From an optimization exercise on the open Yosys and OpenROAD flow, aimed at small area, a short achievable clock period and few clock cycles; shortcuts taken in it are not production practice. RTL that was checked went through simulation tests only; none was proved equivalent to the original. Power figures rest on the tool's default switching activity, not on a simulated workload. The flow treats the clock pin as an ideal source, which a real chip does not have.

## icache_ctrl
module icache_ctrl #(
  parameter int unsigned LINES       = 16,
  parameter int unsigned MEM_LATENCY = 1
) (
  input  logic         clk,
  input  logic         reset,
  input  logic         pc_valid,
  input  logic [31:0]  pc,
  input  logic         flush,
  output logic [31:0]  inst,
  output logic         inst_valid,
  output logic         stall,
  output logic [31:0]  mem_address,
  input  logic [127:0] mem_dataline,
  output logic [31:0]  hit_count,
  output logic [31:0]  miss_count
);
Settings: LEC_CHECK=0, CAP_MARGIN=20, CORE_MARGIN=2, CORE_UTILIZATION=55, SETUP_SLACK_MARGIN=2.3, SLEW_MARGIN=20, SYNTH_HIERARCHICAL=1; clock period 6.0 ns.
standard.sh (not shown) runs the stock make flow with config.mk's settings and CLKGATE_MAP_FILE= SYNTH_SCRIPT=/design/flow/synth_recipe.tcl, a recipe that flattens the netlist after the stock synthesis.
==> flow/flow/run.sh <==
#!/bin/bash
# Own layout flow: the standard synthesis unchanged, then the standard ORFS
# layout with sizing not tied to cell footprints, minimum-size port buffers,
# and a clock tree of smaller buffers without dummy loads.
set -euo pipefail
cd "$(dirname "$0")/.."
bash standard.sh synth > synth.log 2>&1
bash standard.sh \
  MATCH_CELL_FOOTPRINT=0 \
  "BUFFER_PORTS_ARGS=-buffer_cell sky130_fd_sc_hd__buf_1" \
  "CTS_ARGS=-sink_clustering_enable -repair_clock_nets -dont_use_dummy_load -buf_list sky130_fd_sc_hd__clkbuf_16 -sink_clustering_size 22 -sink_clustering_max_diameter 80" \
  finish > layout.log 2>&1
The starting point completed with no timing, DRC or antenna violations.
Testbench counts at the start, summed over its fixed seeds: cycles 36,683.
Edit:
CORE_UTILIZATION = 40   (was 55)
SETUP_SLACK_MARGIN = 2.6   (was 2.3)
The changed run ran to the end with no violations.
Total power rose by 3.1%.
Core utilization fell by 12 points.
Combinational power rose by 33%.
Die area rose by 37%.
Via count rose by 5.6%.
Final cell count rose by 15%.
Final area rose by 11%.
Sequential cell count stays the same.
Setup slack gains 110 ps.
Edit:
SETUP_SLACK_MARGIN = 2.3   (was 2.6)
Design area went down by 9.2%.
Synthesized area does not change.
Worst hold slack is about the same.
Global-route usage shrinks by 3.0 points.
Edit:
--- a/flow/flow/run.sh
+++ b/flow/flow/run.sh
@@ -10,3 +10,3 @@
   "BUFFER_PORTS_ARGS=-buffer_cell sky130_fd_sc_hd__buf_1" \
-  "CTS_ARGS=-sink_clustering_enable -repair_clock_nets -dont_use_dummy_load -buf_list sky130_fd_sc_hd__clkbuf_16 -sink_clustering_size 22 -sink_clustering_max_diameter 80" \
+  "CTS_ARGS=-sink_clustering_enable -repair_clock_nets -dont_use_dummy_load -buf_list sky130_fd_sc_hd__clkbuf_16 -sink_clustering_size 26 -sink_clustering_max_diameter 90" \
   finish > layout.log 2>&1
SETUP_SLACK_MARGIN = 2.4   (was 2.3)
Result: Design area grows by 2.8%. Setup slack gains 43 ps. Global-route usage is higher by 2.3 points. Via count is higher by 2.9%. Core utilization goes up by 1.3 points. Die area is unchanged. Non-clock buffer count rose by 45. Hold slack improves by 5.9 ps. Synthesized area stays the same. Cell count goes up by 2.0%.
Edit:
--- a/flow/flow/run.sh
+++ b/flow/flow/run.sh
@@ -10,3 +10,3 @@
   "BUFFER_PORTS_ARGS=-buffer_cell sky130_fd_sc_hd__buf_1" \
-  "CTS_ARGS=-sink_clustering_enable -repair_clock_nets -dont_use_dummy_load -buf_list sky130_fd_sc_hd__clkbuf_16 -sink_clustering_size 26 -sink_clustering_max_diameter 90" \
+  "CTS_ARGS=-sink_clustering_enable -repair_clock_nets -dont_use_dummy_load -buf_list sky130_fd_sc_hd__clkbuf_16 -sink_clustering_size 30 -sink_clustering_max_diameter 100" \
   finish > layout.log 2>&1
SETUP_SLACK_MARGIN = 2.3   (was 2.4)
What happened: Cell area is lower by 3.7%; global-route usage falls by 2.4 points; via count fell by 2.7%; sequential share of layout area goes up by 2.1 points; worst hold slack gets worse by 8.6 ps; clock power fell by about 9%; setup slack is worse by 53 ps; combinational power shrinks by 12%; wire length goes down by about 9%; register-to-register slack gets worse by 50 ps.
Edit:
--- a/flow/flow/run.sh
+++ b/flow/flow/run.sh
@@ -10,3 +10,3 @@
   "BUFFER_PORTS_ARGS=-buffer_cell sky130_fd_sc_hd__buf_1" \
-  "CTS_ARGS=-sink_clustering_enable -repair_clock_nets -dont_use_dummy_load -buf_list sky130_fd_sc_hd__clkbuf_16 -sink_clustering_size 30 -sink_clustering_max_diameter 100" \
+  "CTS_ARGS=-sink_clustering_enable -repair_clock_nets -dont_use_dummy_load -buf_list sky130_fd_sc_hd__clkbuf_16 -sink_clustering_size 26 -sink_clustering_max_diameter 90" \
   finish > layout.log 2>&1
TNS_END_PERCENT = 30   (was unset)
Area after synthesis stays the same.
Power goes up by 1.7%.
Wire length goes up by 1.0%.
First-iteration DRC count goes up by 2.0%.
Setup slack is worse by 47 ps.
Via count goes up by 0.33%.
Clock power goes up by about 7%.

## run A
Another version of the RTL of icache_ctrl (not shown whole).
For scale: ~1400 cells after synthesis, roughly 290 I/O pins, about 22000 sq um of cells after synthesis.
==> flow/design.v (excerpt) <==
module icache_ctrl #(
  parameter int unsigned LINES       = 16,
  parameter int unsigned MEM_LATENCY = 1
) (
  input  logic         clk,
  input  logic         reset,
  input  logic         pc_valid,
  input  logic [31:0]  pc,
  input  logic         flush,
  output logic [31:0]  inst,
  output logic         inst_valid,
  output logic         stall,
  output logic [31:0]  mem_address,
  input  logic [127:0] mem_dataline,
  output logic [31:0]  hit_count,
  output logic [31:0]  miss_count
);
  localparam int unsigned IDX   = $clog2(LINES);
  localparam int unsigned TAG_W = 28 - IDX;
  logic [27:0]        buf_line_q;     
  logic               buf_ok_q;       
  logic               cont_q;         
  logic               first_q;        
  logic               idx_eq_q;       
  logic               tag_miss_q;     
  logic [28:0]        carry;          
  logic [6:0]         line_ne;
  logic               buf_hit;
  logic               hit_en;
  logic               stall_en;
  logic               stall_hit;
  logic               served;
  ...
==> flow/config.mk <==
export PLATFORM = sky130hd
export DESIGN_NAME = icache_ctrl
export DESIGN_NICKNAME = icache_ctrl
export VERILOG_FILES = /design/flow/design.v
export SDC_FILE = /design/flow/constraint.sdc
export NUM_CORES = 4
export LEC_CHECK = 0
export CAP_MARGIN = 20
export CORE_MARGIN = 2
export CORE_UTILIZATION = 40
export SETUP_SLACK_MARGIN = 2.3
export SLEW_MARGIN = 20
export SYNTH_HIERARCHICAL = 1
==> flow/constraint.sdc <==
create_clock -name core_clock -period 6.0 [get_ports {clk}]
set_input_delay 1.2000 -clock core_clock [delete_from_list [all_inputs] [get_ports {clk}]]
set_output_delay 1.2000 -clock core_clock [all_outputs]
set_load 0.01 [all_outputs]
==> flow/flow/run.sh <==
#!/bin/bash
# Own layout flow: the standard synthesis unchanged, then the standard ORFS
# layout with sizing not tied to cell footprints, minimum-size port buffers,
# and a clock tree of smaller buffers without dummy loads.
set -euo pipefail
cd "$(dirname "$0")/.."
bash standard.sh synth > synth.log 2>&1
bash standard.sh \
  MATCH_CELL_FOOTPRINT=0 \
  "BUFFER_PORTS_ARGS=-buffer_cell sky130_fd_sc_hd__buf_1" \
  "CTS_ARGS=-sink_clustering_enable -repair_clock_nets -dont_use_dummy_load -buf_list sky130_fd_sc_hd__clkbuf_16 -sink_clustering_size 22 -sink_clustering_max_diameter 80" \
  finish > layout.log 2>&1
### run A -> run B
- SETUP_SLACK_MARGIN changed from 2.3 to 2.5
Clock slew seen by the registers of the worst setup and hold paths: run A vs run B — no meaningful difference. Total via count in the routed design is lower on run A. Relative to run A, clock group share of total power has decreased by 0.5 points in run B. Summary of the comparison: overall power after layout is higher in run B, relative to run A. Going from run A to run B, total of plain and repair buffers excluding clock buffers has increased; sequential share of layout area fell by 3.5 points; total net switching power shows an increase of 2.2%. In terms of net switching fraction of the power, run B and run A differ only marginally. Relative to run A, final-layout worst hold slack increased by 0.013 ns in run B.
## Diff of input files: run C against run B
- changing SETUP_SLACK_MARGIN from 2.5 to 2.3
-- flow/flow/run.sh --
<<< run B, line 11
  "CTS_ARGS=-sink_clustering_enable -repair_clock_nets -dont_use_dummy_load -buf_list sky130_fd_sc_hd__clkbuf_16 -sink_clustering_size 22 -sink_clustering_max_diameter 80" \
>>> run C, line 11
  "CTS_ARGS=-sink_clustering_enable -repair_clock_nets -dont_use_dummy_load -buf_list sky130_fd_sc_hd__clkbuf_16 -sink_clustering_size 26 -sink_clustering_max_diameter 90" \
==> comparison <==
- Power drawn by the combinational cells of run C falls short of that of run B by more than 10%.
- Peak clock frequency supported by timing: run C vs run B down about 1%
- Peak per-stage delay on the critical path: run C > run B
- The lower post-route worst hold slack of run B and run C is in run C.
- Run C vs. run B: pin count of the biggest net entering global routing shows a reduction of 18%; total die area shows no meaningful change.
- Run C vs run B — relative contribution of the clock network to total power dropped 1.2 points.
- Post-route standard cell area excluding fillers in run C is about 6.5% lower than in run B
- Across both runs, global-route usage over all layers was lower for run C than for run B.
- Taking run C over run B, the non-clock buffer count in the final layout ratio works out to 0.805.
Function was not checked in any run of this note: the RTL went through the layout flow alone.

==> what the ideal ports hide <==
Ports are ideal in the flow. The routed layouts listed here were re-timed in OpenROAD.
Step 1: set_driving_cell puts a clkbuf_16 on clk and a buf_2 on each other input, an assumption about the parent block.
Step 2, shift: input delay + t, output delay - t, t = (earliest + latest rising clock arrival at the registers) / 2. This alone moves slack from input paths to output paths.
Three values: ideal, step 1, step 2; two values: the first two.
run | shift t [ns] | setup WS [ns] | worst setup path after step 2 | slew at the worst register clock pin (ns) | cell pins on the clock port's net
the first run of note 1 | 0.645 | 2.330 / 2.276 / 2.276 | input to output | 0.09 / 0.09 | 1
the second run of note 1 | 0.649 | 2.437 / 2.308 / 1.920 | input to register | 0.09 / 0.09 | 1
the third run of note 1 | 0.645 | 2.333 / 2.282 / 2.282 | input to output | 0.09 / 0.09 | 1
the fourth run of note 1 | 0.640 | 2.376 / 2.307 / 2.307 | input to output | 0.10 / 0.10 | 1
the fifth run of note 1 | 0.619 | 2.323 / 2.266 / 2.273 | input to output | 0.12 / 0.12 | 1
the sixth run of note 1 | 0.627 | 2.275 / 2.212 / 2.212 | input to output | 0.11 / 0.11 | 1
run A | 0.641 | 2.273 / 2.250 / 2.250 | input to output | 0.09 / 0.09 | 1
run B | 0.633 | 2.352 / 2.277 / 2.249 | input to register | 0.09 / 0.09 | 1
run C | 0.621 | 2.313 / 2.290 / 2.282 | input to register | 0.11 / 0.11 | 1
After both steps every run listed still meets setup and hold. For the second run of note 1, which loses most, drivers alone change the setup slack by -0.129 ns; drivers and shift together by -0.517 ns.
